From an optimization exercise on the open Yosys and OpenROAD flow, aimed at small area, a short achievable clock period and few clock cycles per item; shortcuts taken in it are not production practice. No functional check of the RTL was part of any run shown here.

==> design/flow/design.v <==
`default_nettype none
package mexp_pkg;
  localparam int FIELD_W     = 62;
  localparam int IN_TDATA_W  = 192;
  localparam int OUT_TDATA_W = 64;
  localparam int PC_W        = 4;
  typedef logic [PC_W-1:0] pc_t;
  localparam pc_t STEP_IDLE     = 4'd0;
  localparam pc_t STEP_CHK_EXP  = 4'd1;
  localparam pc_t STEP_CHK_MOD  = 4'd2;
  localparam pc_t STEP_MOD      = 4'd3;
  localparam pc_t STEP_MOD_DONE = 4'd4;
  localparam pc_t STEP_LOOP     = 4'd5;
  localparam pc_t STEP_SETUP_A  = 4'd6;
  localparam pc_t STEP_MUL_A    = 4'd7;
  localparam pc_t STEP_STORE_A  = 4'd8;
  localparam pc_t STEP_SETUP_B  = 4'd9;
  localparam pc_t STEP_MUL_B    = 4'd10;
  localparam pc_t STEP_STORE_B  = 4'd11;
  localparam pc_t STEP_EMIT     = 4'd12;
  localparam pc_t STEP_RETURN   = 4'd13;
  typedef logic [3:0] op_t;
  localparam op_t OP_NOP = 4'd0;
  localparam op_t OP_LOAD = 4'd1;
  localparam op_t OP_SET_ONE = 4'd2;
  localparam op_t OP_CLR_ACC = 4'd3;
  localparam op_t OP_MOD_STEP = 4'd4;
  localparam op_t OP_MOD_DONE = 4'd5;
  localparam op_t OP_SETUP_A = 4'd6;
  localparam op_t OP_MUL_STEP = 4'd7;
  localparam op_t OP_STORE_A = 4'd8;
  localparam op_t OP_SETUP_B = 4'd9;
  localparam op_t OP_STORE_B = 4'd10;
  localparam op_t OP_EMIT = 4'd11;
  typedef logic [3:0] cond_t;
  localparam cond_t C_ALWAYS = 4'd0;
  localparam cond_t C_NO_INPUT = 4'd1;
  localparam cond_t C_EXP_ZERO = 4'd2;
  localparam cond_t C_MOD_ZERO = 4'd3;
  localparam cond_t C_CNT_MORE = 4'd4;
  localparam cond_t C_EBIT_CLEAR = 4'd5;
  localparam cond_t C_MUL_MORE = 4'd6;
  localparam cond_t C_EXP_MORE = 4'd7;
  localparam cond_t C_OUT_BUSY = 4'd8;
  typedef struct packed {
    op_t   op;
    cond_t cond;
    pc_t   target;
  } ctrl_t;
endpackage
`default_nettype wire
`default_nettype none
module mexp_add_mod #(
  parameter int WIDTH = 62
) (
  input  wire logic [WIDTH-1:0] x,
  input  wire logic [WIDTH-1:0] y,
  input  wire logic [WIDTH-1:0] m,
  output logic      [WIDTH-1:0] s
);
  logic [WIDTH:0] sum;
  logic [WIDTH:0] diff;
  always_comb begin
    sum  = {1'b0, x} + {1'b0, y};
    diff = sum - {1'b0, m};
    if (sum >= {1'b0, m}) begin
      s = diff[WIDTH-1:0];
    end else begin
      s = sum[WIDTH-1:0];
    end
  end
endmodule
`default_nettype wire
`default_nettype none
module modular_exponentiation #(
  parameter int WIDTH = 62,
  parameter int R     = 2
) (
  input  wire logic                                 clk,
  input  wire logic                                 rst_n,
  input  wire logic                                 in_tvalid,
  output logic                                      in_tready,
  input  wire logic [mexp_pkg::IN_TDATA_W-1:0]      in_tdata,
  output logic                                      out_tvalid,
  input  wire logic                                 out_tready,
  output logic      [mexp_pkg::OUT_TDATA_W-1:0]     out_tdata
);
  localparam int N  = 62;
  localparam int PW = 65;            
  localparam int FW = mexp_pkg::FIELD_W;
  typedef enum logic [3:0] {
    ST_IDLE  = 4'd0,
    ST_CHECK = 4'd1,
    ST_NORM  = 4'd2,
    ST_SETUP = 4'd3,
    ST_SETUP2 = 4'd9,
    ST_STEP  = 4'd4,
    ST_CPA   = 4'd5,
    ST_FIX   = 4'd6,
    ST_SHR   = 4'd7,
    ST_EMIT  = 4'd8
  } state_t;
  localparam logic [1:0] OP_RED = 2'd0;
  localparam logic [1:0] OP_SQR = 2'd1;
  localparam logic [1:0] OP_MUL = 2'd2;
  state_t            st_r;
  logic              in_ready_r;
  logic              out_valid_r;
  logic [1:0]        op_r;
  logic              pend_mul_r;
  logic [N-1:0]      m_r;
  logic [N-1:0]      e_r;
  logic [N-1:0]      b_r;
  logic [N-1:0]      acc_r;
  logic [PW-1:0]     s_r;
  logic [PW-1:0]     c_r;
  logic [5:0]        sh_r;           
  logic [5:0]        ecnt_r;         
  logic [6:0]        idx_r;          
  logic [5:0]        ng_r;           
  logic [R-1:0]      yd_r;           
  logic [R-1:0]      yn_r;           
  logic              neg_r;
  assign in_tready  = in_ready_r;
  assign out_tvalid = out_valid_r;
  assign out_tdata  = {2'b00, acc_r};
  logic [N-1:0]      yv;
  logic [N+R-1:0]    yext;
  logic [R-1:0]      ynext;
  assign yv   = (op_r == OP_SQR) ? acc_r : b_r;
  assign yext = {yv, {R{1'b0}}};
  logic [6:0]      fidx;           
  logic [N+R-1:0]  ysh;
  assign ysh   = yext >> (fidx + 7'd1);
  assign ynext = ysh[R-1:0];
  logic [5:0] lo;
  assign lo = (op_r == OP_RED) ? 6'd0 : sh_r;
  logic [7:0] ndig;       
  logic [7:0] ngrp8;
  logic [7:0] itop8;
  logic [5:0] ngrp;
  logic [6:0] itop;
  assign ndig  = 8'd62 - {2'b00, lo};
  assign ngrp8 = (ndig + 8'(R - 1)) / 8'(R);
  assign itop8 = {2'b00, lo} + 8'(R) * ngrp8 - 8'd1;
  assign ngrp  = ngrp8[5:0];
  assign itop  = itop8[6:0];
  assign fidx  = (st_r == ST_SETUP) ? itop : idx_r;
  logic [PW-1:0] xs;
  assign xs = {3'b000, acc_r};
  logic          grp_b;
  assign grp_b = m_r[N-2];
  logic [PW-1:0] m_pos, m_neg1, m_neg2;
  assign m_pos  = {3'b000, m_r};
  assign m_neg1 = ~{3'b000, m_r};
  assign m_neg2 = ~{2'b00, m_r, 1'b0};
  function automatic logic [2:0] qsel(input logic [6:0] st, input logic [6:0] ct,
                                      input logic y, input logic [3:0] xt, input logic gb);
    logic [6:0] t;
    logic       qm1, q1, q2;
    t   = st + ct + (y ? {3'b000, xt} : 7'd0);
    qm1 = (t ^ 7'h40) < 7'd60;
    q2  = gb ? ((t ^ 7'h40) >= 7'd83) : ((t ^ 7'h40) >= 7'd77);
    q1  = !q2 && ((t ^ 7'h40) >= 7'd67);
    qsel = {qm1, q1, q2};
  endfunction
  logic [2:0]         q0_r, q0_n;
  logic [R:0][PW-1:0] ss;
  logic [R:0][PW-1:0] cs;
  logic [R:0][2:0]    qs;
  logic [R:0]         yk;
  always_comb begin
    for (int k = 0; k < R; k++) yk[k] = yd_r[R-1-k];
    yk[R] = yn_r[R-1];
  end
  assign ss[0] = s_r;
  assign cs[0] = c_r;
  assign qs[0] = q0_r;
  logic [3:0][8:0] tv;
  assign tv[0] = 9'd0;
  assign tv[1] = m_pos[63:55];
  assign tv[2] = m_neg1[63:55];
  assign tv[3] = m_neg2[63:55];
  for (genvar k = 0; k < R; k++) begin : g_step
    logic [PW-1:0]   a, b2, yx, s1, c1, v;
    logic [11:0]     cq;
    assign a  = {ss[k][PW-2:0], 1'b0};
    assign b2 = {cs[k][PW-2:0], 1'b0};
    assign yx = yk[k] ? xs : '0;
    assign s1 = a ^ b2 ^ yx;
    assign c1 = {((a[PW-2:0] & b2[PW-2:0]) | (a[PW-2:0] & yx[PW-2:0]) | (b2[PW-2:0] & yx[PW-2:0])),
                 qs[k][1] | qs[k][0]};
    assign v  = qs[k][2] ? m_pos : (qs[k][1] ? m_neg1 : (qs[k][0] ? m_neg2 : '0));
    assign ss[k+1] = s1 ^ c1 ^ v;
    assign cs[k+1] = {((s1[PW-2:0] & c1[PW-2:0]) | (s1[PW-2:0] & v[PW-2:0]) | (c1[PW-2:0] & v[PW-2:0])), 1'b0};
    if (k == 0) begin : g_first
      logic [11:0] cq0, cq1;
      logic [8:0]  s1y0, c1y0, s1y1, c1y1;
      assign s1y0 = a[63:55] ^ b2[63:55];
      assign c1y0 = a[62:54] & b2[62:54];
      assign s1y1 = a[63:55] ^ b2[63:55] ^ xs[63:55];
      assign c1y1 = (a[62:54] & b2[62:54]) | (a[62:54] & xs[62:54]) | (b2[62:54] & xs[62:54]);
      for (genvar j = 0; j < 4; j++) begin : g_cand
        logic [8:0] ns0, nc0, ns1, nc1;
        assign ns0 = s1y0 ^ c1y0 ^ tv[j];
        assign nc0 = {((s1y0[7:0] & c1y0[7:0]) | (s1y0[7:0] & tv[j][7:0]) | (c1y0[7:0] & tv[j][7:0])), 1'b0};
        assign ns1 = s1y1 ^ c1y1 ^ tv[j];
        assign nc1 = {((s1y1[7:0] & c1y1[7:0]) | (s1y1[7:0] & tv[j][7:0]) | (c1y1[7:0] & tv[j][7:0])), 1'b0};
        assign cq0[3*j +: 3] = qsel(ns0[8:2], nc0[8:2], yk[k+1], acc_r[61:58], grp_b);
        assign cq1[3*j +: 3] = qsel(ns1[8:2], nc1[8:2], yk[k+1], acc_r[61:58], grp_b);
      end
      assign cq = yk[k] ? cq1 : cq0;
    end else begin : g_next
      for (genvar j = 0; j < 4; j++) begin : g_cand
        logic [8:0] ns, nc;
        assign ns = s1[63:55] ^ c1[63:55] ^ tv[j];
        assign nc = {((s1[62:55] & c1[62:55]) | (s1[62:55] & tv[j][7:0]) | (c1[62:55] & tv[j][7:0])), 1'b0};
        assign cq[3*j +: 3] = qsel(ns[8:2], nc[8:2], yk[k+1], acc_r[61:58], grp_b);
      end
    end
    assign qs[k+1] = qs[k][2] ? cq[5:3] : (qs[k][1] ? cq[8:6] : (qs[k][0] ? cq[11:9] : cq[2:0]));
  end
  logic [2:0] qfirst;
  assign qfirst = qsel(7'd0, 7'd0, yn_r[R-1], acc_r[61:58], grp_b);
  logic [PW-1:0] fs, fc, fsum;
  mexp_bk_add #(.W(PW)) u_cpa (.a(fs), .b(fc), .s(fsum));
  always_comb begin
    logic [PW-1:0] d;
    d   = neg_r ? m_pos : '0;
    fs  = s_r ^ c_r ^ d;
    fc  = ((s_r & c_r) | (s_r & d) | (c_r & d)) << 1;
  end
  state_t st_n;
  logic in_ready_n;
  logic out_valid_n;
  logic [1:0] op_n;
  logic pend_mul_n;
  logic [N-1:0] m_n;
  logic [N-1:0] e_n;
  logic [N-1:0] b_n;
  logic [N-1:0] acc_n;
  logic [PW-1:0] s_n;
  logic [PW-1:0] c_n;
  logic [5:0] sh_n;
  logic [5:0] ecnt_n;
  logic [6:0] idx_n;
  logic [5:0] ng_n;
  logic [R-1:0] yd_n;
  logic [R-1:0] yn_n;
  logic neg_n;
  always_comb begin
    st_n = st_r;
    in_ready_n = in_ready_r;
    out_valid_n = out_valid_r;
    op_n = op_r;
    pend_mul_n = pend_mul_r;
    m_n = m_r;
    e_n = e_r;
    b_n = b_r;
    acc_n = acc_r;
    s_n = s_r;
    c_n = c_r;
    sh_n = sh_r;
    ecnt_n = ecnt_r;
    idx_n = idx_r;
    ng_n = ng_r;
    yd_n = yd_r;
    yn_n = yn_r;
    neg_n = neg_r;
    q0_n = q0_r;
      case (st_r)
      ST_IDLE: begin
        if (in_tvalid) begin
          b_n         = in_tdata[WIDTH-1:0];
          e_n         = in_tdata[FW+WIDTH-1:FW];
          m_n         = in_tdata[2*FW+WIDTH-1:2*FW];
          acc_n       = 62'd1;
          sh_n        = '0;
          ecnt_n      = 6'd61;
          in_ready_n  = 1'b0;
          st_n        = ST_CHECK;
        end
      end
      ST_CHECK: begin
        if (e_r == '0) begin
          out_valid_n  = 1'b1;
          st_n         = ST_EMIT;
        end else if (m_r == '0) begin
          acc_n        = '0;
          out_valid_n  = 1'b1;
          st_n         = ST_EMIT;
        end else begin
          st_n  = ST_NORM;
        end
      end
      ST_NORM: begin
        if (!m_r[N-1]) begin
          m_n    = m_r << 1;
          acc_n  = acc_r << 1;
          sh_n   = sh_r + 6'd1;
        end
        if (!e_r[N-1]) begin
          e_n     = e_r << 1;
          ecnt_n  = ecnt_r - 6'd1;
        end
        if (m_r[N-1] && e_r[N-1]) begin
          op_n  = OP_RED;
          st_n  = ST_SETUP;
        end
      end
      ST_SETUP: begin
        idx_n  = itop - 7'(R);
        yn_n   = ynext;
        ng_n   = ngrp;
        s_n    = '0;
        c_n    = '0;
        neg_n  = 1'b0;
        st_n   = ST_SETUP2;
      end
      ST_SETUP2: begin
        yd_n   = yn_r;
        yn_n   = ynext;
        idx_n  = idx_r - 7'(R);
        q0_n   = qfirst;
        st_n   = ST_STEP;
      end
      ST_STEP: begin
        s_n    = ss[R];
        c_n    = cs[R];
        q0_n   = qs[R];
        yd_n   = yn_r;
        yn_n   = ynext;
        idx_n  = idx_r - 7'(R);
        ng_n   = ng_r - 6'd1;
        if (ng_r == 6'd1) st_n  = ST_CPA;
      end
      ST_CPA, ST_FIX: begin
        acc_n  = fsum[N-1:0];
        if (op_r == OP_RED) b_n  = fsum[N-1:0];
        if (st_r == ST_CPA && fsum[PW-1]) begin
          neg_n  = 1'b1;
          st_n   = ST_FIX;
        end else begin
          if (op_r == OP_SQR && pend_mul_r) begin
            op_n  = OP_MUL;
            st_n  = ST_SETUP;
          end else if (ecnt_r != '0) begin
            e_n         = e_r << 1;
            ecnt_n      = ecnt_r - 6'd1;
            pend_mul_n  = e_r[N-2];
            op_n        = OP_SQR;
            st_n        = ST_SETUP;
          end else begin
            st_n  = ST_SHR;
          end
        end
      end
      ST_SHR: begin
        if (sh_r != '0) begin
          acc_n  = acc_r >> 1;
          sh_n   = sh_r - 6'd1;
        end
        if (sh_r <= 6'd1) begin
          out_valid_n  = 1'b1;
          st_n         = ST_EMIT;
        end
      end
      ST_EMIT: begin
        if (out_tready) begin
          out_valid_n  = 1'b0;
          in_ready_n   = 1'b1;
          st_n         = ST_IDLE;
        end
      end
      default: st_n  = ST_IDLE;
    endcase
  end
  always_ff @(posedge clk) begin
    if (!rst_n) begin
      st_r        <= ST_IDLE;
      in_ready_r  <= 1'b1;
      out_valid_r <= 1'b0;
    end else begin
      st_r        <= st_n;
      in_ready_r  <= in_ready_n;
      out_valid_r <= out_valid_n;
    end
  end
  always_ff @(posedge clk) begin
    op_r <= op_n;
    pend_mul_r <= pend_mul_n;
    m_r <= m_n;
    e_r <= e_n;
    b_r <= b_n;
    acc_r <= acc_n;
    s_r <= s_n;
    c_r <= c_n;
    sh_r <= sh_n;
    ecnt_r <= ecnt_n;
    idx_r <= idx_n;
    ng_r <= ng_n;
    yd_r <= yd_n;
    yn_r <= yn_n;
    neg_r <= neg_n;
    q0_r <= q0_n;
  end
endmodule
`default_nettype wire
`default_nettype none
module mexp_bk_add #(
  parameter int W = 65
) (
  input  wire logic [W-1:0] a,
  input  wire logic [W-1:0] b,
  output logic      [W-1:0] s
);
  logic [W-1:0] p0, g, p;
  always_comb begin
    p0 = a ^ b;
    g  = a & b;
    p  = p0;
    for (int l = 0; (1 << l) < W; l++) begin
      for (int i = (2 << l) - 1; i < W; i += (2 << l)) begin
        g[i] = g[i] | (p[i] & g[i - (1 << l)]);
        p[i] = p[i] & p[i - (1 << l)];
      end
    end
    for (int l = 6; l >= 0; l--) begin
      if ((2 << l) < W) begin
        for (int i = 3 * (1 << l) - 1; i < W; i += (2 << l)) begin
          g[i] = g[i] | (p[i] & g[i - (1 << l)]);
          p[i] = p[i] & p[i - (1 << l)];
        end
      end
    end
    s = p0 ^ {g[W-2:0], 1'b0};
  end
endmodule
`default_nettype wire
==> design/flow/run.sh <==
#!/bin/bash
# synth_recipe.tcl (not shown) runs the flow's synth.tcl, then flattens the netlist and writes it again
# the make line also repeats each setting of config.mk as NAME=value (left out here)
make -C /OpenROAD-flow-scripts/flow DESIGN_CONFIG=/design/flow/config.mk WORK_HOME=/design/flow/orfs CLKGATE_MAP_FILE= SYNTH_SCRIPT=/design/flow/synth_recipe.tcl finish
==> design/flow/config.mk <==
export PLATFORM = sky130hd
export DESIGN_NAME = modular_exponentiation
export DESIGN_NICKNAME = modular_exponentiation
export VERILOG_FILES = /design/flow/design.v
export SDC_FILE = /design/flow/constraint.sdc
export NUM_CORES = 4
export LEC_CHECK = 0
export CAP_MARGIN = 20
export CORE_MARGIN = 2
export CORE_UTILIZATION = 40
export SETUP_SLACK_MARGIN = 5
export SLEW_MARGIN = 20
export TNS_END_PERCENT = 5
==> design/flow/constraint.sdc <==
create_clock -name core_clock -period 10.0 [get_ports {clk}]
set_input_delay 2.0000 -clock core_clock [delete_from_list [all_inputs] [get_ports {clk}]]
set_output_delay 2.0000 -clock core_clock [all_outputs]
set_load 0.01 [all_outputs]
==> results of run 1 <==
==> cell type report <==
| cell class | count | area (um2) | area share, % |
|---|---|---|---|
| Sequential cell | 419 | 12500 | 26.0 |
| Antenna cell | 2 | 5.00 | 0.0104 |
| Multi-Input combinational cell | 2712 | 25700 | 53.2 |
| Inverter | 481 | 1850 | 3.83 |
| Timing Repair Buffer | 446 | 4800 | 9.95 |
| Clock inverter | 37 | 475 | 0.985 |
| Tap cell | 1287 | 1610 | 3.34 |
| Clock buffer | 59 | 1330 | 2.75 |
==> kinds of logic after synthesis <==
family,count (synthesis)
simple gates,1123
buf+inv,710
compound gates,655
fa+ha+maj,652
flops,419
mux,164
xor+xnor,115
other cells,1
==> critical path, cell delays in order (launching register included) <==
cell	delay, ps
edfxtp_1	490
buf_6	170
fa_2	480
fa_1	530
inv_1	50
fa_1	480
inv_2	90
ha_4	130
inv_1	50
fa_2	340
buf_4	150
xnor2_2	130
a211oi_2	170
nand2_1	100
a221o_1	330
and4_4	210
o31ai_4	310
buf_6	210
buf_12	120
buf_16	150
o221ai_2	120
fa_1	470
and2_1	160
==> flip-flops by register name, summed over array words and instances, names as in the netlist, 6 cells and up <==
name	count
b_r	62
acc_r	62
ng_r	6
ecnt_r	6
c_r	64
idx_r	7
s_r	65
e_r	62
m_r	62
sh_r	6
==> metal layers <==
metal / global-route usage [%] / wire length (um)
met1: 37.4 / 56500
met2: 41.1 / 61400
met3: 5.05 / 12900
met4: 9.55 / 5290
met5: 0 / 0
==> repair_timing <==
item | CTS | global route
setup buffers | 100 | 19
gates resized for setup | 196 | 83
gates cloned | 20 | 2
setup endpoints to repair | 339 | 255
pin swaps | 56 | 61
==> worst min-delay path by stage <==
stage,start,to,cells after the start
after CTS,yn_r[0],yd_r[0],0
final,yn_r[0],yd_r[0],0
after detailed placement,yn_r[0],yd_r[0],0
after global routing,yn_r[0],yd_r[0],0
after floorplan,yn_r[0],yd_r[0],0
after global placement,yn_r[0],yd_r[0],0
==> synthesized netlist by cell type, types with 64 or more instances <==
master    count  area (um2)
nand2_1     608        2280
clkbuf_1    187         702
nor2_1      125         469
edfxtp_1    413       12400
o21ai_0     107         536
and2_1      196        1230
fa_1        456        9130
a21oi_1      87         435
mux2i_1     128        1280
xor2_1       64         561
ha_1        196        2450
inv_1       476        1790
a21o_1       64         480
==> stage by stage <==
stage	cells	area (um2)	hold WS [ps]	worst slack [ps]	utilization [%]
final	5443	48200	425	4300	49.1
after floorplan	3840	39700	400	3810	-
after CTS	5419	47600	426	4280	48.4
after global routing	5441	48200	433	4120	49.1
after detailed placement	5203	43500	412	2970	44.3
after global placement	5202	43500	402	3020	44.3
==> flow_metrics.tcl, run 1 <==
set metrics [dict create \
    dieArea_um2 102000 \
    fin_crit_sh_pct 57.0 \
    synth-compound-area-share_pct 11.7 \
    fp.coreArea_um2 98300 \
    hold_buffers 0 \
    grt_antenna_before_repair 2 \
    synth-async-reset-ratio_pct 0 \
    fin_tns_setup_ps 0 \
    synth_top_family_by_area "adder cells" \
    reg2reg_depth 22 \
    grt_pass1_wl_um 203000 \
    globalRouteOverflowTotal 0 \
    critPathMaxFanout 6 \
    hp-class "reg -> reg" \
    grt_pass1_vias 31800 \
    hold_viol_final 0 \
    clk-insertion-delay-late_ps 670 \
    mostFrequentLayoutCells "nand2_1, inv_1, fa_1, edfxtp_1, clkdlybuf4s50_1" \
    clock.fmax_mhz 175 \
    initial_core_util_pct 40.4 \
    worstReg2RegStart "acc_r[57]" \
    arrival_ps 6110 \
    grt_max_degree 84 \
    synthesis.area_um2 39700 \
    fillers 8949 \
    required_ps 10410 \
    worstReg2RegEnd "s_r[55]" \
    row_count 115 \
    endpoint "s_r[55]" \
    cts_tree "done" \
    ys.flop_type "edfxtp_1" \
    gp_congestion 0.888 \
    finalCriticalPeriod_ps 5700 \
    synth_seq_cells 419 \
    syn_avg_cell_area_um2 10.3 \
    worst_pin_slew_ps 1140 \
    worst_setup_path_end_kind "flip-flop" \
    reg2reg_slack_ps 4300 \
    vias 31200 \
    max-clock-path-buffers 3 \
    port_buffers 253 \
    drt_first_iter_violations 3017 \
    ios 262 \
    final_max_slew_viol_count 0 \
    cp-start-kind "flip-flop" \
    cp-startpoint "acc_r[57]" \
    synthToLayoutAreaGrowth_pct 21.6 \
    yosysWarnings 2 \
    wire_per_inst_um 25.0 \
    routed_wl_um 136000 \
    ant_nets 0 \
    synth_fa_ha_area_share_pct 29.2 \
    synth-xor-area-share_pct 2.59 \
    numCtsBuffers 52 \
    grt.total_usage_pct 26.6 \
    nets 4960 \
    avgViaCountPerCell 5.74 \
    cts.htree.levels 2 \
    die_w_um 319 \
    cts_num_sinks 419 \
    remaining_drc_errors 0 \
    ys_types 78 \
    synth-simple-area-share_pct 13.1 \
    synth.yosys.seq_area_share_pct 31.6 \
    root_buffer "clkbuf_16" \
    first_pass_iters 6 \
    clkSlewWorstSetupHoldPaths_ps 60 \
    slew_headroom_pct 23.4 \
    synthCells 3839 \
    detailed_place_hpwl_um 90500 \
    die_y_um 319 \
    muxShareOfSynthArea_pct 5.07 \
    drive_above_1_share_pct 12.7 \
    drv_cap 0 \
    criticalPathCategory "reg -> reg" \
    status "complete, no violations" \
    setup_violations 0 \
    final_common_cell "nand2_1" \
    finClkSkew_ps 47.3 \
    synth_edf_count 413 \
    rsz0062_at_grt "true" \
]
==> run 2: changes to the inputs <==
--- a/design/flow/design.v
+++ b/design/flow/design.v
@@ -154,81 +154,75 @@
   assign m_pos  = {3'b000, m_r};
   assign m_neg1 = ~{3'b000, m_r};
   assign m_neg2 = ~{2'b00, m_r, 1'b0};
-  function automatic logic [2:0] qsel(input logic [6:0] st, input logic [6:0] ct,
-                                      input logic y, input logic [3:0] xt, input logic gb);
-    logic [6:0] t;
+  function automatic logic [2:0] qsel(input logic [7:0] t, input logic gb);
+    logic [7:0] u;
     logic       qm1, q1, q2;
-    t   = st + ct + (y ? {3'b000, xt} : 7'd0);
-    qm1 = (t ^ 7'h40) < 7'd60;
-    q2  = gb ? ((t ^ 7'h40) >= 7'd83) : ((t ^ 7'h40) >= 7'd77);
-    q1  = !q2 && ((t ^ 7'h40) >= 7'd67);
+    u   = t ^ 8'h80;
+    qm1 = u < 8'd118;
+    q2  = gb ? (u >= 8'd165) : (u >= 8'd153);
+    q1  = !q2 && !qm1 && (u >= 8'd133);
     qsel = {qm1, q1, q2};
   endfunction
+  function automatic logic [7:0] top8(input logic [PW-1:0] v, input int sh);
+    logic [PW-1:0] w;
+    w    = v << sh;
+    top8 = w[64:57];
+  endfunction
   logic [2:0]         q0_r, q0_n;
   logic [R:0][PW-1:0] ss;
   logic [R:0][PW-1:0] cs;
   logic [R:0][2:0]    qs;
   logic [R:0]         yk;
+  logic [R:0][PW-1:0] yxs;
+  logic [R:0][PW-1:0] vs;
   always_comb begin
     for (int k = 0; k < R; k++) yk[k] = yd_r[R-1-k];
     yk[R] = yn_r[R-1];
+    for (int k = 0; k <= R; k++) yxs[k] = yk[k] ? xs : '0;
+    for (int k = 0; k <= R; k++) begin
+      vs[k] = qs[k][2] ? m_pos : (qs[k][1] ? m_neg1 : (qs[k][0] ? m_neg2 : '0));
+    end
   end
   assign ss[0] = s_r;
   assign cs[0] = c_r;
   assign qs[0] = q0_r;
-  logic [3:0][8:0] tv;
-  assign tv[0] = 9'd0;
-  assign tv[1] = m_pos[63:55];
-  assign tv[2] = m_neg1[63:55];
-  assign tv[3] = m_neg2[63:55];
+  logic [3:0][PW-1:0] tv;
+  assign tv[0] = '0;
+  assign tv[1] = m_pos;
+  assign tv[2] = m_neg1;
+  assign tv[3] = m_neg2;
   for (genvar k = 0; k < R; k++) begin : g_step
-    logic [PW-1:0]   a, b2, yx, s1, c1, v;
-    logic [11:0]     cq;
+    logic [PW-1:0]   a, b2, s1, c1;
     assign a  = {ss[k][PW-2:0], 1'b0};
     assign b2 = {cs[k][PW-2:0], 1'b0};
-    assign yx = yk[k] ? xs : '0;
-    assign s1 = a ^ b2 ^ yx;
-    assign c1 = {((a[PW-2:0] & b2[PW-2:0]) | (a[PW-2:0] & yx[PW-2:0]) | (b2[PW-2:0] & yx[PW-2:0])),
+    assign s1 = a ^ b2 ^ yxs[k];
+    assign c1 = {((a[PW-2:0] & b2[PW-2:0]) | (a[PW-2:0] & yxs[k][PW-2:0]) | (b2[PW-2:0] & yxs[k][PW-2:0])),
                  qs[k][1] | qs[k][0]};
-    assign v  = qs[k][2] ? m_pos : (qs[k][1] ? m_neg1 : (qs[k][0] ? m_neg2 : '0));
-    assign ss[k+1] = s1 ^ c1 ^ v;
-    assign cs[k+1] = {((s1[PW-2:0] & c1[PW-2:0]) | (s1[PW-2:0] & v[PW-2:0]) | (c1[PW-2:0] & v[PW-2:0])), 1'b0};
-    if (k == 0) begin : g_first
-      logic [11:0] cq0, cq1;
-      logic [8:0]  s1y0, c1y0, s1y1, c1y1;
-      assign s1y0 = a[63:55] ^ b2[63:55];
-      assign c1y0 = a[62:54] & b2[62:54];
-      assign s1y1 = a[63:55] ^ b2[63:55] ^ xs[63:55];
-      assign c1y1 = (a[62:54] & b2[62:54]) | (a[62:54] & xs[62:54]) | (b2[62:54] & xs[62:54]);
-      for (genvar j = 0; j < 4; j++) begin : g_cand
-        logic [8:0] ns0, nc0, ns1, nc1;
-        assign ns0 = s1y0 ^ c1y0 ^ tv[j];
-        assign nc0 = {((s1y0[7:0] & c1y0[7:0]) | (s1y0[7:0] & tv[j][7:0]) | (c1y0[7:0] & tv[j][7:0])), 1'b0};
-        assign ns1 = s1y1 ^ c1y1 ^ tv[j];
-        assign nc1 = {((s1y1[7:0] & c1y1[7:0]) | (s1y1[7:0] & tv[j][7:0]) | (c1y1[7:0] & tv[j][7:0])), 1'b0};
-        assign cq0[3*j +: 3] = qsel(ns0[8:2], nc0[8:2], yk[k+1], acc_r[61:58], grp_b);
-        assign cq1[3*j +: 3] = qsel(ns1[8:2], nc1[8:2], yk[k+1], acc_r[61:58], grp_b);
-      end
-      assign cq = yk[k] ? cq1 : cq0;
-    end else begin : g_next
-      for (genvar j = 0; j < 4; j++) begin : g_cand
-        logic [8:0] ns, nc;
-        assign ns = s1[63:55] ^ c1[63:55] ^ tv[j];
-        assign nc = {((s1[62:55] & c1[62:55]) | (s1[62:55] & tv[j][7:0]) | (c1[62:55] & tv[j][7:0])), 1'b0};
-        assign cq[3*j +: 3] = qsel(ns[8:2], nc[8:2], yk[k+1], acc_r[61:58], grp_b);
-      end
+    assign ss[k+1] = s1 ^ c1 ^ vs[k];
+    assign cs[k+1] = {((s1[PW-2:0] & c1[PW-2:0]) | (s1[PW-2:0] & vs[k][PW-2:0]) | (c1[PW-2:0] & vs[k][PW-2:0])), 1'b0};
+  end
+  for (genvar k = 1; k <= R; k++) begin : g_q
+    logic [7:0]  base;
+    logic [11:0] cq;
+    always_comb begin
+      base = top8(s_r, k + 1) + top8(c_r, k + 1);
+      for (int i = 0; i <= k; i++) base = base + top8(yxs[i], k - i);
+      for (int i = 0; i + 1 < k; i++) base = base + top8(vs[i], k - i);
+    end
+    for (genvar j = 0; j < 4; j++) begin : g_cand
+      assign cq[3*j +: 3] = qsel(base + top8(tv[j], 1), grp_b);
     end
-    assign qs[k+1] = qs[k][2] ? cq[5:3] : (qs[k][1] ? cq[8:6] : (qs[k][0] ? cq[11:9] : cq[2:0]));
+    assign qs[k] = qs[k-1][2] ? cq[5:3] : (qs[k-1][1] ? cq[8:6] : (qs[k-1][0] ? cq[11:9] : cq[2:0]));
   end
   logic [2:0] qfirst;
-  assign qfirst = qsel(7'd0, 7'd0, yn_r[R-1], acc_r[61:58], grp_b);
+  assign qfirst = qsel(top8(yn_r[R-1] ? xs : '0, 0), grp_b);
   logic [PW-1:0] fs, fc, fsum;
-  mexp_bk_add #(.W(PW)) u_cpa (.a(fs), .b(fc), .s(fsum));
   always_comb begin
     logic [PW-1:0] d;
     d   = neg_r ? m_pos : '0;
     fs  = s_r ^ c_r ^ d;
     fc  = ((s_r & c_r) | (s_r & d) | (c_r & d)) << 1;
+    fsum = fs + fc;
   end
   state_t st_n;
   logic in_ready_n;
@@ -406,34 +400,3 @@
   end
 endmodule
 `default_nettype wire
-`default_nettype none
-module mexp_bk_add #(
-  parameter int W = 65
-) (
-  input  wire logic [W-1:0] a,
-  input  wire logic [W-1:0] b,
-  output logic      [W-1:0] s
-);
-  logic [W-1:0] p0, g, p;
-  always_comb begin
-    p0 = a ^ b;
-    g  = a & b;
-    p  = p0;
-    for (int l = 0; (1 << l) < W; l++) begin
-      for (int i = (2 << l) - 1; i < W; i += (2 << l)) begin
-        g[i] = g[i] | (p[i] & g[i - (1 << l)]);
-        p[i] = p[i] & p[i - (1 << l)];
-      end
-    end
-    for (int l = 6; l >= 0; l--) begin
-      if ((2 << l) < W) begin
-        for (int i = 3 * (1 << l) - 1; i < W; i += (2 << l)) begin
-          g[i] = g[i] | (p[i] & g[i - (1 << l)]);
-          p[i] = p[i] & p[i - (1 << l)];
-        end
-      end
-    end
-    s = p0 ^ {g[W-2:0], 1'b0};
-  end
-endmodule
-`default_nettype wire
--- a/design/flow/config.mk
+++ b/design/flow/config.mk
@@ -10,4 +10,3 @@
 export CORE_UTILIZATION = 40
 export SETUP_SLACK_MARGIN = 5
 export SLEW_MARGIN = 20
-export TNS_END_PERCENT = 5
==> run 2 against run 1 <==
Still clean on timing, DRC and antenna. Global-route usage fell by 0.23 points. Via count fell by 1.6%. Maximum frequency fell by 8.6%. Sequential share of layout area rose by 0.80 points. Synthesized cell count fell by 2.3%. Critical endpoint is now s_r[25]. Largest cell class unchanged.
==> flow_metrics.tcl, run 2 <==
set metrics [dict create \
    wire_per_inst_um 24.9 \
    ys.flop_type "edfxtp_1" \
    fin_tns_setup_ps 0 \
    grt_pass1_wl_um 195000 \
    globalRouteOverflowTotal 0 \
    placed_cells 5031 \
    setup_violations 0 \
    yosysMostFrequentCell "nand2_1" \
    finClkSkew_ps 21.8 \
    clkSlewWorstSetupHoldPaths_ps 60 \
    finalCriticalPeriod_ps 6240 \
    status "complete, no violations" \
    grt.total_usage_pct 26.4 \
    synth_seq_cells 419 \
    initial_core_util_pct 40.4 \
    worst_path_max_delay_cell "fa_2" \
    die_y_um 311 \
    grt_antenna_before_repair 3 \
    cts_num_sinks 419 \
    numCtsBuffers 53 \
    synthCells 3750 \
    synthToLayoutAreaGrowth_pct 24.4 \
    synth_commonest_cells "nand2_1, edfxtp_1, inv_1" \
    hold_buffers 0 \
    drt_first_iter_violations 2938 \
    hold_viol_final 0 \
    final_common_cell "nand2_1" \
    crit_path_max_incr_delay_ps 560 \
    vias 30700 \
    grt_max_degree 86 \
    detailed_place_hpwl_um 84900 \
    fp.coreArea_um2 93200 \
    wl_met1_um 55000 \
    avgViaCountPerCell 5.82 \
    hold_ws_ps 428 \
    ys_types 87 \
    largest_register_ffs 65 \
    drive_above_1_share_pct 15.0 \
    yosysTopAreaCell "edfxtp_1" \
    arrival_ps 6650 \
    hp-class "reg -> reg" \
    port_buffers 253 \
    final_max_slew_viol_count 0 \
    yosysWarnings 1 \
    met2WireLength_um 59400 \
    first_pass_iters 5 \
    met3_length_um 12600 \
    synth_edf_count 413 \
    cts_tree "done" \
    grt_pass1_vias 30800 \
    crit_family "adder cells" \
    clk-insertion-delay-late_ps 660 \
    ant_nets 0 \
    slew_headroom_pct 24.2 \
    fin_crit_sh_pct 62.4 \
    worst_setup_path_end_kind "flip-flop" \
    gp_congestion 0.875 \
    synth_area_leaders "edfxtp_1, fa_1, nand2_1, ha_1, and2_1" \
    clock.fmax_mhz 160 \
    nets 4659 \
    cp-start-kind "flip-flop" \
    row_count 112 \
    reg_top3 "s_r (65), c_r (64)" \
    required_ps 10410 \
    routed_wl_um 132000 \
    finalNonFillerCells 5284 \
    criticalPathCategory "reg -> reg" \
    critPathMaxFanout 8 \
    cts.htree.levels 2 \
    synth-async-reset-ratio_pct 0 \
    remaining_drc_errors 0 \
    synth_top_area_share_pct 33.0 \
    worst_pin_slew_ps 1140 \
    worst-path-buf-inv 9 \
    drv_cap 0 \
    rsz0062_at_grt "true" \
    synthesis.area_um2 37600 \
    max-clock-path-buffers 3 \
    ios 262 \
    dieArea_um2 96500 \
    root_buffer "clkbuf_16" \
    mostFrequentLayoutCells "nand2_1, edfxtp_1, inv_1, fa_1, clkdlybuf4s50_1" \
    synth.yosys.seq_area_share_pct 33.3 \
    die_w_um 311 \
    top_layer_used "met4" \
    syn_avg_cell_area_um2 10.0 \
    largest-register "s_r" \
]
run 2: cells by family (layout without fill, tap and decap cells):
family	after synthesis	count (layout)	share of synthesized area, %
compound gates	822	822	14.8
xor+xnor	129	129	3.12
fa+ha+maj	475	475	22.5
buf+inv	628	906	6.59
flops	419	419	33.3
mux	161	161	5.23
other cells	1	3	0.00997
simple gates	1115	1115	14.4
run 2: what timing repair did:
item / 4_1_cts / 5_1_grt
cloned: 19 / 10
setup endpoints to repair: 226 / 220
setup buffers: 63 / 63
pin swaps: 53 / 49
resized for setup: 120 / 110
run 2: cell type report:
type                    count  area (um2)
multi-input cells        2704       24500
repair inverters            2        17.5
clock inverters            31         374
well taps                1254        1570
diodes                      1        2.50
flip-flops and latches    419       12500
clock buffers              65        1390
fillers                  8396       46400
inverters                 359        1380
repair buffers            449        5010
run 2: worst paths after layout:
| path | from | to | slack [ps] | cells past startpoint |
|---|---|---|---|---|
| worst max-delay path | yd_r[1] | s_r[25] | 3760 | 27 |
| worst min-delay path | yn_r[0] | yd_r[0] | 430 | 0 |
| worst max register to register | yd_r[1] | s_r[25] | 3760 | 27 |
| worst min register to register | yn_r[0] | yd_r[0] | 430 | 0 |
run 2: per-layer routing:
metal / track usage (%) / up-vias
li1: - / 13600
met1: 36.9 / 15400
met2: 41.0 / 1422
met3: 5.60 / 213
met4: 8.53 / 0
met5: 0 / -
run 2: worst register-to-register path, stage by stage, from the launching register on:
cell and delay (ps):
edfxtp_1 410, buf_6 150, and2_4 140, fa_2 560, inv_2 40, fa_1 510, inv_2 50, ha_4 160
fa_2 390, a211oi_4 250, nor2_2 70, xor2_2 150, buf_6 150, ha_4 290, inv_2 50, a221oi_2 250
nand3_1 170, o41ai_2 90, nand4b_1 240, buf_4 210, a32o_2 260, a21oi_4 150, buf_12 190, buf_12 170
buf_16 170, o221ai_4 120, fa_2 470, and2_4 150
run 2: per-stage QoR:
stage | utilization (%) | worst slack, ps | cell area [um2]
floorplan | - | 4120 | 38600
global placement | 44.8 | 2480 | 41800
detailed placement | 44.8 | 2440 | 41800
CTS | 48.7 | 3880 | 45400
global route | 50.2 | 3580 | 46800
finish | 50.2 | 3760 | 46800
==> run 3: changes to the inputs <==
--- a/design/flow/design.v
+++ b/design/flow/design.v
@@ -74,7 +74,7 @@
 `default_nettype none
 module modular_exponentiation #(
   parameter int WIDTH = 62,
-  parameter int R     = 2
+  parameter int R     = 3
 ) (
   input  wire logic                                 clk,
   input  wire logic                                 rst_n,
==> run 3 against run 2 <==
Maximum frequency fell by 35%. First-iteration DRC count rose by 22%. Core utilization fell by 0.31 points. Critical path depth rose by 9. Die area rose by 18%. Wire length rose by 21%. Still clean on timing, DRC and antenna. Design area rose by 18%. Sequential cell count rose by 2. Synthesized cell count rose by 20%. Global-route usage rose by 1.3 points. Cell count rose by 20%.
==> flow_metrics.tcl, run 3 <==
set metrics [dict create \
    fin_crit_sh_pct 95.3 \
    cts_num_sinks 421 \
    crit_path_max_incr_delay_ps 660 \
    clkSlewWorstSetupHoldPaths_ps 60 \
    worst_pin_slew_ps 1180 \
    hold_ws_ps 436 \
    vias 37300 \
    largest-register "s_r" \
    ys_types 99 \
    port_buffers 253 \
    required_ps 10490 \
    remaining_drc_errors 0 \
    slew_headroom_pct 20.6 \
    setup_violations 0 \
    grt_pass1_wl_um 238000 \
    hp-class "reg -> reg" \
    cts_tree "done" \
    avgViaCountPerCell 5.89 \
    root_buffer "clkbuf_16" \
    die_w_um 337 \
    synth_edf_count 415 \
    reg2reg_slack_ps 470 \
    drv_cap 0 \
    detailed_place_hpwl_um 110000 \
    finalNonFillerCells 6328 \
    final_max_slew_viol_count 0 \
    initial_core_util_pct 40.2 \
    synthToLayoutAreaGrowth_pct 24.1 \
    first_pass_iters 6 \
    fin_tns_setup_ps 0 \
    status "complete, no violations" \
    critPathMaxFanout 8 \
    die_y_um 337 \
    yosysWarnings 1 \
    yosysTopAreaCell "edfxtp_1" \
    synth_area_leaders "edfxtp_1, fa_1, ha_1, nand2_1, mux2i_1" \
    clk-insertion-delay-late_ps 700 \
    hold_viol_final 0 \
    numCtsBuffers 55 \
    synth.yosys.seq_area_share_pct 28.3 \
    cp-start-kind "flip-flop" \
    largest_register_ffs 65 \
    fin_ws_ps 468 \
    reg_top3 "s_r (65), c_r (64)" \
    dieArea_um2 114000 \
    synth_seq_cells 421 \
    rsz0062_at_grt "true" \
    globalRouteOverflowTotal 0 \
    finalCriticalPeriod_ps 9530 \
    synth_top_area_share_pct 28.1 \
    hold_buffers 0 \
    nets 5665 \
    cts.htree.levels 2 \
    criticalPathCategory "reg -> reg" \
    grt_antenna_before_repair 1 \
    yosysMostFrequentCell "nand2_1" \
    drt_first_iter_violations 3585 \
    ys.flop_type "edfxtp_1" \
    final_common_cell "nand2_1" \
    ios 262 \
    grt_pass1_vias 37300 \
    mostFrequentLayoutCells "nand2_1, fa_1, edfxtp_1, inv_1, clkdlybuf4s50_1" \
    clock.fmax_mhz 105 \
    drive_above_1_share_pct 17.8 \
    ant_nets 0 \
    synthesis.area_um2 44400 \
    worst_setup_path_end_kind "flip-flop" \
    n_antenna_cell 0 \
    gp_congestion 0.922 \
    synthCells 4496 \
    placed_cells 6022 \
    max-clock-path-buffers 3 \
    wire_per_inst_um 25.2 \
    syn_avg_cell_area_um2 9.87 \
    arrival_ps 10030 \
    synth-async-reset-ratio_pct 0 \
    finClkSkew_ps 51.6 \
    routed_wl_um 159000 \
    grt_max_degree 91 \
    dp_worst_setup_slack_ps 340 \
    synth_commonest_cells "nand2_1, fa_1, edfxtp_1" \
    grt.total_usage_pct 27.7 \
    row_count 122 \
    fp.coreArea_um2 110000 \
    worst_path_max_delay_cell "fa_2" \
]
[run 3: cell types whose count changed after synthesis, moves of 47 or more]
cell,before,now
ha_1,139,186
fa_1,336,486
a211oi_1,26,76
nor2_1,134,268
clkbuf_1,188,241
and3_1,25,142
nand2_1,484,574
and2_1,220,105
[run 3: kinds of logic (layout without fill, tap and decap cells)]
| logic type | count (synthesis) | after routing | share of synthesized area, % |
|---|---|---|---|
| muxes | 202 | 202 | 5.49 |
| adders and majority gates | 672 | 672 | 27.2 |
| DFF | 421 | 421 | 28.3 |
| and+or+nand+nor | 1356 | 1356 | 14.3 |
| buffers and inverters | 709 | 1049 | 6.13 |
| AOI/OAI and AO/OA | 971 | 974 | 15.2 |
| other | 1 | 2 | 0.00845 |
| xor gates and xnor gates | 164 | 164 | 3.34 |
[run 3: area by class of cell]
class                      count  area (um2)
multi-input combinational   3370       31600
fill                       10000       55300
sequential                   421       12600
clock inverter                35         355
tap                         1488        1860
inverter                     405        1530
clock buffer                  65        1410
timing repair buffer         544        5710
[run 3: through the flow]
step / util (%) / area, um2
floorplan: - / 45200
global placement: 44.6 / 49200
detailed placement: 44.6 / 49200
CTS: 48.4 / 53400
global route: 49.9 / 55100
finish: 49.9 / 55100
[run 3: critical path: cells and delay by family (launching register included)]
family	cells	cell delay, ps
fa+ha+maj	11	4220
compound gates	11	1900
buf+inv	6	680
flops	1	510
xor+xnor	1	410
simple gates	7	1600
[run 3: repair_timing]
item                                    4_1_cts  5_1_grt
resized for setup                           242      248
gates cloned                                 20        6
setup buffers                               113       67
pin swaps                                   102      145
endpoints found under the setup margin      313      239
[run 3: path summary, 6_finish.rpt]
kind | end | depth (start not counted) | from
max | q0_r[0] | 36 | yd_r[2]
max reg2reg | q0_r[0] | 36 | yd_r[2]
min | yd_r[0] | 0 | yn_r[0]
min reg2reg | yd_r[0] | 0 | yn_r[0]
[run 3: layer usage]
layer / GRT usage [%] / share of wire, %
met4: 9.75 / 4.0
met1: 37.4 / 41
met5: 0 / 0.0069
met2: 44.2 / 46
met3: 5.66 / 8.7
==> run 4: changes to the inputs <==
--- a/design/flow/design.v
+++ b/design/flow/design.v
@@ -74,7 +74,7 @@
 `default_nettype none
 module modular_exponentiation #(
   parameter int WIDTH = 62,
-  parameter int R     = 3
+  parameter int R     = 2
 ) (
   input  wire logic                                 clk,
   input  wire logic                                 rst_n,
@@ -154,31 +154,29 @@
   assign m_pos  = {3'b000, m_r};
   assign m_neg1 = ~{3'b000, m_r};
   assign m_neg2 = ~{2'b00, m_r, 1'b0};
-  function automatic logic [2:0] qsel(input logic [7:0] t, input logic gb);
-    logic [7:0] u;
+  function automatic logic [2:0] qsel(input logic [8:0] t, input logic gb);
+    logic [8:0] u;
     logic       qm1, q1, q2;
-    u   = t ^ 8'h80;
-    qm1 = u < 8'd118;
-    q2  = gb ? (u >= 8'd165) : (u >= 8'd153);
-    q1  = !q2 && !qm1 && (u >= 8'd133);
+    u   = t ^ 9'h100;
+    qm1 = u < 9'd236;
+    q2  = gb ? (u >= 9'd332) : (u >= 9'd308);
+    q1  = !q2 && !qm1 && (u >= 9'd268);
     qsel = {qm1, q1, q2};
   endfunction
-  function automatic logic [7:0] top8(input logic [PW-1:0] v, input int sh);
+  function automatic logic [8:0] top9(input logic [PW-1:0] v, input int sh);
     logic [PW-1:0] w;
     w    = v << sh;
-    top8 = w[64:57];
+    top9 = w[64:56];
   endfunction
   logic [2:0]         q0_r, q0_n;
+  logic [R*9-1:0]     yt_r, yt_n;
   logic [R:0][PW-1:0] ss;
   logic [R:0][PW-1:0] cs;
   logic [R:0][2:0]    qs;
-  logic [R:0]         yk;
-  logic [R:0][PW-1:0] yxs;
+  logic [R-1:0]       yk;
   logic [R:0][PW-1:0] vs;
   always_comb begin
     for (int k = 0; k < R; k++) yk[k] = yd_r[R-1-k];
-    yk[R] = yn_r[R-1];
-    for (int k = 0; k <= R; k++) yxs[k] = yk[k] ? xs : '0;
     for (int k = 0; k <= R; k++) begin
       vs[k] = qs[k][2] ? m_pos : (qs[k][1] ? m_neg1 : (qs[k][0] ? m_neg2 : '0));
     end
@@ -191,31 +189,48 @@
   assign tv[1] = m_pos;
   assign tv[2] = m_neg1;
   assign tv[3] = m_neg2;
+  logic [PW-1:0] s1_last, c1_last;
   for (genvar k = 0; k < R; k++) begin : g_step
-    logic [PW-1:0]   a, b2, s1, c1;
+    logic [PW-1:0]   a, b2, yx, s1, c1;
     assign a  = {ss[k][PW-2:0], 1'b0};
     assign b2 = {cs[k][PW-2:0], 1'b0};
-    assign s1 = a ^ b2 ^ yxs[k];
-    assign c1 = {((a[PW-2:0] & b2[PW-2:0]) | (a[PW-2:0] & yxs[k][PW-2:0]) | (b2[PW-2:0] & yxs[k][PW-2:0])),
+    assign yx = yk[k] ? xs : '0;
+    assign s1 = a ^ b2 ^ yx;
+    assign c1 = {((a[PW-2:0] & b2[PW-2:0]) | (a[PW-2:0] & yx[PW-2:0]) | (b2[PW-2:0] & yx[PW-2:0])),
                  qs[k][1] | qs[k][0]};
     assign ss[k+1] = s1 ^ c1 ^ vs[k];
     assign cs[k+1] = {((s1[PW-2:0] & c1[PW-2:0]) | (s1[PW-2:0] & vs[k][PW-2:0]) | (c1[PW-2:0] & vs[k][PW-2:0])), 1'b0};
+    if (k == R - 1) begin : g_last
+      assign s1_last = s1;
+      assign c1_last = c1;
+    end
   end
   for (genvar k = 1; k <= R; k++) begin : g_q
-    logic [7:0]  base;
+    logic [8:0]  base;
     logic [11:0] cq;
     always_comb begin
-      base = top8(s_r, k + 1) + top8(c_r, k + 1);
-      for (int i = 0; i <= k; i++) base = base + top8(yxs[i], k - i);
-      for (int i = 0; i + 1 < k; i++) base = base + top8(vs[i], k - i);
+      base = top9(s_r, k + 1) + top9(c_r, k + 1) + yt_r[9*(k-1) +: 9];
+      for (int i = 0; i + 1 < k; i++) base = base + top9(vs[i], k - i);
     end
     for (genvar j = 0; j < 4; j++) begin : g_cand
-      assign cq[3*j +: 3] = qsel(base + top8(tv[j], 1), grp_b);
+      assign cq[3*j +: 3] = qsel(base + top9(tv[j], 1), grp_b);
     end
     assign qs[k] = qs[k-1][2] ? cq[5:3] : (qs[k-1][1] ? cq[8:6] : (qs[k-1][0] ? cq[11:9] : cq[2:0]));
   end
+  logic [R:0]     dn;
+  logic [R*9-1:0] yt_next;
+  always_comb begin
+    for (int i = 0; i < R; i++) dn[i] = yn_r[R-1-i];
+    dn[R] = ynext[R-1];
+    for (int k = 1; k <= R; k++) begin
+      yt_next[9*(k-1) +: 9] = '0;
+      for (int i = 0; i <= k; i++) begin
+        yt_next[9*(k-1) +: 9] = yt_next[9*(k-1) +: 9] + top9(dn[i] ? xs : '0, k - i);
+      end
+    end
+  end
   logic [2:0] qfirst;
-  assign qfirst = qsel(top8(yn_r[R-1] ? xs : '0, 0), grp_b);
+  assign qfirst = qsel(top9(yn_r[R-1] ? xs : '0, 0), grp_b);
   logic [PW-1:0] fs, fc, fsum;
   always_comb begin
     logic [PW-1:0] d;
@@ -262,6 +277,7 @@
     yn_n = yn_r;
     neg_n = neg_r;
     q0_n = q0_r;
+    yt_n = yt_r;
       case (st_r)
       ST_IDLE: begin
         if (in_tvalid) begin
@@ -316,12 +332,14 @@
         yn_n   = ynext;
         idx_n  = idx_r - 7'(R);
         q0_n   = qfirst;
+        yt_n   = yt_next;
         st_n   = ST_STEP;
       end
       ST_STEP: begin
         s_n    = ss[R];
         c_n    = cs[R];
         q0_n   = qs[R];
+        yt_n   = yt_next;
         yd_n   = yn_r;
         yn_n   = ynext;
         idx_n  = idx_r - 7'(R);
@@ -397,6 +415,7 @@
     yn_r <= yn_n;
     neg_r <= neg_n;
     q0_r <= q0_n;
+    yt_r <= yt_n;
   end
 endmodule
 `default_nettype wire
==> run 4 against run 3 <==
Critical path depth shrank 14. First-iteration DRC count decreased by 1.6%. Sequential share of layout area increased by 3.3 points. Cell count shrank 13%. Sequential cell count grew 15. Die area decreased by 12%. Clock skew is 21 ps lower. Area after synthesis shrank 12%. Non-clock buffer count down 35. Critical path type unchanged. Critical endpoint is now s_r[0].
==> flow_metrics.tcl, run 4 <==
set metrics [dict create \
    worst_pin_slew_ps 1100 \
    cp_cell_sequence "fa_1 > inv_1 > fa_2 > nand2b_4 > a21oi_4 > xor2_4 > ha_4 > nor2b_1 > nor2_1 > o31a_1 > o21ai_1 > xnor2_1 > a21o_1 > a221oi_4 > buf_6 > buf_12 > buf_12 > buf_16 > nand2_2 > o211ai_1 > fa_2 > and2_1" \
    worst_path_max_delay_cell "fa_1" \
    clkSlewWorstSetupHoldPaths_ps 60 \
    reg_top3 "s_r (65), c_r (64)" \
    synth_area_leaders "edfxtp_1, fa_1, ha_1, nand2_1, mux2i_1" \
    synth.yosys.seq_area_share_pct 33.3 \
    synthCells 3890 \
    synth-async-reset-ratio_pct 0 \
    globalRouteOverflowTotal 0 \
    synth_commonest_cells "nand2_1, edfxtp_1, inv_1" \
    worst-path-buf-inv 5 \
    synth_seq_cells 436 \
    cp-start-kind "flip-flop" \
    grt_pass1_vias 32600 \
    ys_types 99 \
    criticalPathCategory "reg -> reg" \
    synth_edf_count 430 \
    detailed_place_hpwl_um 93400 \
    ant_nets 0 \
    clock.fmax_mhz 181 \
    fin_util_pct 51.5 \
    fp.coreArea_um2 96900 \
    yosysTopAreaCell "edfxtp_1" \
    final_max_slew_viol_count 0 \
    hold_viol_final 0 \
    crit_family "adder cells" \
    cts.htree.levels 2 \
    max-clock-path-buffers 3 \
    avgViaCountPerCell 5.92 \
    ys.flop_type "edfxtp_1" \
    remaining_drc_errors 0 \
    drive_above_1_share_pct 18.4 \
    dieArea_um2 100000 \
    finish.instance_area_um2 49900 \
    fin_ws_ps 4490 \
    synthToLayoutAreaGrowth_pct 27.5 \
    nets 4899 \
    numCtsBuffers 56 \
    cts_num_sinks 436 \
    grt_antenna_before_repair 1 \
    final_common_cell "nand2_1" \
    finalCriticalPeriod_ps 5510 \
    arrival_ps 5930 \
    synth_top_area_share_pct 33.0 \
    ios 262 \
    vias 32700 \
    fin_crit_sh_pct 55.1 \
    syn_avg_cell_area_um2 10.1 \
    root_buffer "clkbuf_16" \
    first_pass_iters 6 \
    hp-class "reg -> reg" \
    gp_congestion 0.926 \
    die_y_um 317 \
    finClkSkew_ps 30.6 \
    reg2reg_depth 22 \
    worst_setup_path_end_kind "flip-flop" \
    drv_cap 0 \
    synthesis.area_um2 39100 \
    grt_max_degree 101 \
    row_count 114 \
    crit_path_max_incr_delay_ps 650 \
    crit_cells 22 \
    drt_first_iter_violations 3526 \
    hold_ws_ps 463 \
    yosysMostFrequentCell "nand2_1" \
    mostFrequentLayoutCells "nand2_1, edfxtp_1, inv_1, fa_1, clkdlybuf4s50_1" \
    grt.total_usage_pct 29.0 \
    fin_tns_setup_ps 0 \
    port_buffers 253 \
    status "complete, no violations" \
    largest-register "s_r" \
    grt_pass1_wl_um 215000 \
    initial_core_util_pct 40.4 \
    critPathMaxFanout 7 \
    cts_tree "done" \
    setup_violations 0 \
    routed_wl_um 146000 \
    clk-insertion-delay-late_ps 680 \
    die_w_um 317 \
    wire_per_inst_um 26.4 \
    required_ps 10420 \
    dp_worst_setup_slack_ps 2890 \
    placed_area_um2 43200 \
    yosysWarnings 1 \
    rsz0062_at_grt "true" \
    hold_depth 1 \
    slew_headroom_pct 26.8 \
    largest_register_ffs 65 \
]
-- run 4: path summary, 6_finish.rpt --
path                   start  slack [ps]         end
setup reg to reg     c_r[56]        4490      s_r[0]
setup / recovery     c_r[56]        4490      s_r[0]
hold reg to reg   in_ready_r         460  in_ready_r
hold / removal    in_ready_r         460  in_ready_r
-- run 4: routing by layer --
| layer | track usage, % | routed length (um) | vias to the layer above |
|---|---|---|---|
| met2 | 44.4 | 64800 | 1718 |
| met1 | 40.1 | 59700 | 16300 |
| met3 | 6.21 | 15100 | 316 |
| met5 | 0 | 0 | - |
| li1 | - | - | 14300 |
| met4 | 11.4 | 6320 | 0 |
-- run 4: cells by family (layout without fill, tap and decap cells) --
logic type	count (synthesis)	count (layout)	synth area share (%)
and+or+nand+nor	1157	1159	14.3
AOI/OAI and AO/OA	831	833	14.7
buffers and inverters	631	981	6.35
adders and majority gates	502	502	22.7
DFF	436	436	33.3
muxes	198	198	5.65
xor gates and xnor gates	134	134	3.02
other	1	3	0.00958
-- run 4: what timing repair did --
item / in CTS / in global routing
pin swaps: 108 / 105
resized for setup: 369 / 139
hold buffers: 0 / 0
gates cloned: 36 / 0
setup endpoints to repair: 222 / 225
setup buffers: 138 / 40
-- run 4: area by class of cell --
class                           count  area, um2
Multi-Input combinational cell   2828      26200
Clock inverter                     37        460
Tap cell                         1276       1600
Inverter                          370       1410
Sequential cell                   436      13000
Timing Repair Buffer              509       5650
Fill cell                        8622      47000
Antenna cell                        1       2.50
Clock buffer                       65       1480
-- run 4: through the flow --
stage	instances
6_report	5522
5_1_grt	5521
4_1_cts	5480
3_5_place_dp	5204
3_3_place_gp	5204
2_1_floorplan	3891
==> run 5: changes to the inputs <==
--- a/design/flow/design.v
+++ b/design/flow/design.v
@@ -74,7 +74,7 @@
 `default_nettype none
 module modular_exponentiation #(
   parameter int WIDTH = 62,
-  parameter int R     = 2
+  parameter int R     = 3
 ) (
   input  wire logic                                 clk,
   input  wire logic                                 rst_n,
==> run 5 against run 4 <==
Still clean on timing, DRC and antenna. Cell count grew 21%. Register-to-register slack lost 3400 ps. Area after synthesis grew 19%. Global-route usage shrank 1.1 points. Design area grew 21%. Worst hold slack gained 68 ps. Worst setup slack lost 3400 ps. Critical path depth grew 21. Synthesized cell count grew 20%. Largest cell class unchanged.
==> flow_metrics.tcl, run 5 <==
set metrics [dict create \
    status "complete, no violations" \
    vias 39500 \
    fp.coreArea_um2 116000 \
    nets 6015 \
    remaining_drc_errors 0 \
    n_antenna_cell 0 \
    final_common_cell "nand2_1" \
    fillers 10200 \
    routed_wl_um 172000 \
    final_max_slew_viol_count 0 \
    hp-class "reg -> reg" \
    synth.yosys.seq_area_share_pct 28.7 \
    yosysTopAreaCell "edfxtp_1" \
    hold_viol_final 0 \
    clkSlewWorstSetupHoldPaths_ps 60 \
    die_w_um 345 \
    required_ps 10410 \
    critPathMaxFanout 7 \
    fin_crit_sh_pct 89.4 \
    dp_worst_setup_slack_ps 270 \
    rsz0062_at_grt "true" \
    worst-path-buf-inv 21 \
    synth_edf_count 441 \
    finish.instance_area_um2 60200 \
    max-clock-path-buffers 3 \
    grt_max_degree 81 \
    drive_above_1_share_pct 23.5 \
    slew_headroom_pct 28.8 \
    grt_antenna_before_repair 0 \
    wire_per_inst_um 25.8 \
    grt_pass1_vias 39200 \
    clk-insertion-delay-late_ps 680 \
    synthToLayoutAreaGrowth_pct 29.1 \
    finClkSkew_ps 17.6 \
    gp_congestion 0.922 \
    synth_top_area_share_pct 28.4 \
    first_pass_iters 6 \
    fin_util_pct 51.9 \
    worst_setup_path_end_kind "flip-flop" \
    numCtsBuffers 58 \
    synthesis.area_um2 46600 \
    syn_avg_cell_area_um2 9.95 \
    cp-start-kind "flip-flop" \
    port_buffers 253 \
    reg2reg_depth 43 \
    worst_path_max_delay_cell "fa_2" \
    cp-startpoint "op_r[0]" \
    crit_path_max_incr_delay_ps 590 \
    ant_nets 0 \
    cts_tree "done" \
    synth_seq_cells 447 \
    synthCells 4686 \
    hold_end "out_valid_r" \
    crit_family "buffers and inverters" \
    root_buffer "clkbuf_16" \
    reg_top3 "s_r (65), c_r (64)" \
    hold_depth 2 \
    grt.total_usage_pct 27.9 \
    synth_area_leaders "edfxtp_1, fa_1, ha_1, nand2_1, mux2i_1" \
    setup_violations 0 \
    row_count 125 \
    worstHoldStart "out_valid_r" \
    worst_pin_slew_ps 1060 \
    clock.fmax_mhz 112 \
    placed_area_um2 51500 \
    initial_core_util_pct 40.2 \
    detailed_place_hpwl_um 113000 \
    worstReg2RegEnd "yn_r[0]" \
    drv_cap 0 \
    cts.htree.levels 2 \
    multiInputGateArea_um2 34300 \
    ff_latch_area_um2 13400 \
    globalRouteOverflowTotal 0 \
    synth-async-reset-ratio_pct 0 \
    ys_types 95 \
    criticalPathCategory "reg -> reg" \
    arrival_ps 9360 \
    dieArea_um2 119000 \
    ios 262 \
    worstReg2RegStart "op_r[0]" \
    mostFrequentLayoutCells "nand2_1, edfxtp_1, fa_1, inv_1, clkdlybuf4s50_1" \
    ys.flop_type "edfxtp_1" \
    die_y_um 345 \
    crit_top_cell "buf_4" \
    synth_commonest_cells "nand2_1, fa_1, edfxtp_1" \
    avgViaCountPerCell 5.92 \
    finalCriticalPeriod_ps 8940 \
    yosysMostFrequentCell "nand2_1" \
    yosysWarnings 1 \
    largest-register "s_r" \
    largest_register_ffs 65 \
    grt_pass1_wl_um 252000 \
    cts_num_sinks 447 \
    fin_tns_setup_ps 0 \
    fin_ws_ps 1060 \
    drt_first_iter_violations 3888 \
    reg2reg_slack_ps 1060 \
]
-- run 5: cell families (layout without fill, tap and decap cells) --
kind of cell               count (synthesis)  count (layout)  share of synthesized area, %
AOI/OAI and AO/OA                       1051            1054                          15.2
xor gates and xnor gates                 189             191                          3.58
adders and majority gates                722             722                          27.5
buffers and inverters                    694            1149                          5.69
DFF                                      447             447                          28.7
muxes                                    239             239                          5.72
other                                      1               2                       0.00805
and+or+nand+nor                         1343            1343                          13.6
-- run 5: how the worst max path moves through the flow --
stage / to / slack (ps) / cells after the start
CTS: yt_r[26] / 1190 / 40
global placement: yt_r[25] / 370 / 40
finish: yn_r[0] / 1060 / 43
floorplan: yt_r[26] / 1680 / 38
global route: yt_r[26] / 690 / 40
detailed placement: yt_r[25] / 270 / 40
-- run 5: metal layers --
layer | GRT usage [%] | vias to the layer above | routed length (um)
li1 | - | 17200 | -
met1 | 38.2 | 20100 | 69900
met2 | 43.4 | 1829 | 78300
met3 | 5.48 | 355 | 16000
met4 | 11.1 | 0 | 7860
met5 | 0 | - | 0
-- run 5: layout make-up --
cell class              instances  share of cell area (%)
clock inverters                35                   0.703
well taps                    1524                    3.17
flip-flops and latches        447                    22.2
clock buffers                  75                    2.55
multi-input cells            3551                    57.0
repair buffers                644                    11.9
inverters                     395                    2.50
-- run 5: metrics by stage --
stage | hold WS, ps | instances
CTS | 539 | 6584
global route | 558 | 6671
detailed placement | 525 | 6240
floorplan | 451 | 4687
global placement | 510 | 6239
finish | 531 | 6671
-- run 5: timing repair --
item,in CTS,in global routing
pin swaps,140,263
gates cloned,40,6
hold buffers,0,0
resized for setup,366,439
setup endpoints to repair,271,259
setup buffers,194,80
-- run 5: worst register-to-register path: cells and delay by family (launching register included) --
kind            cells  cell delay (ps)
flops               1              380
simple gates        3              450
xor+xnor            1              150
buf+inv            21             2540
compound gates     10             2370
fa+ha+maj           5             1820
mux                 3              990

separate check: timing with driven ports:
The results above use ideal ports. As a check the final layouts listed here were re-extracted and re-timed, cells and wires unchanged.
Step 1 sets driving cells, clkbuf_16 on the clock port and buf_2 on the other inputs (assumed; they add their load-dependent delay and slew).
Step 2, shift: input delay + t, output delay - t, t = (earliest + latest rising clock arrival at the registers) / 2. This alone moves slack from input paths to output paths.
a / b / c = ideal / step 1 / step 2; a / b = the first two.
run	t (ns)	slack for setup (ns)	latest minus earliest clock arrival (ns)	pins driven straight from the clock port
run 1	0.720	4.298 / 4.298 / 4.298	0.047 / 0.047	1
run 2	0.722	3.765 / 3.765 / 3.765	0.022 / 0.021	1
run 3	0.749	0.468 / 0.468 / 0.468	0.052 / 0.052	1
run 4	0.732	4.490 / 4.490 / 4.490	0.030 / 0.031	1
run 5	0.749	1.057 / 1.057 / 1.057	0.018 / 0.018	1
After both steps setup and hold are still met in every run listed.
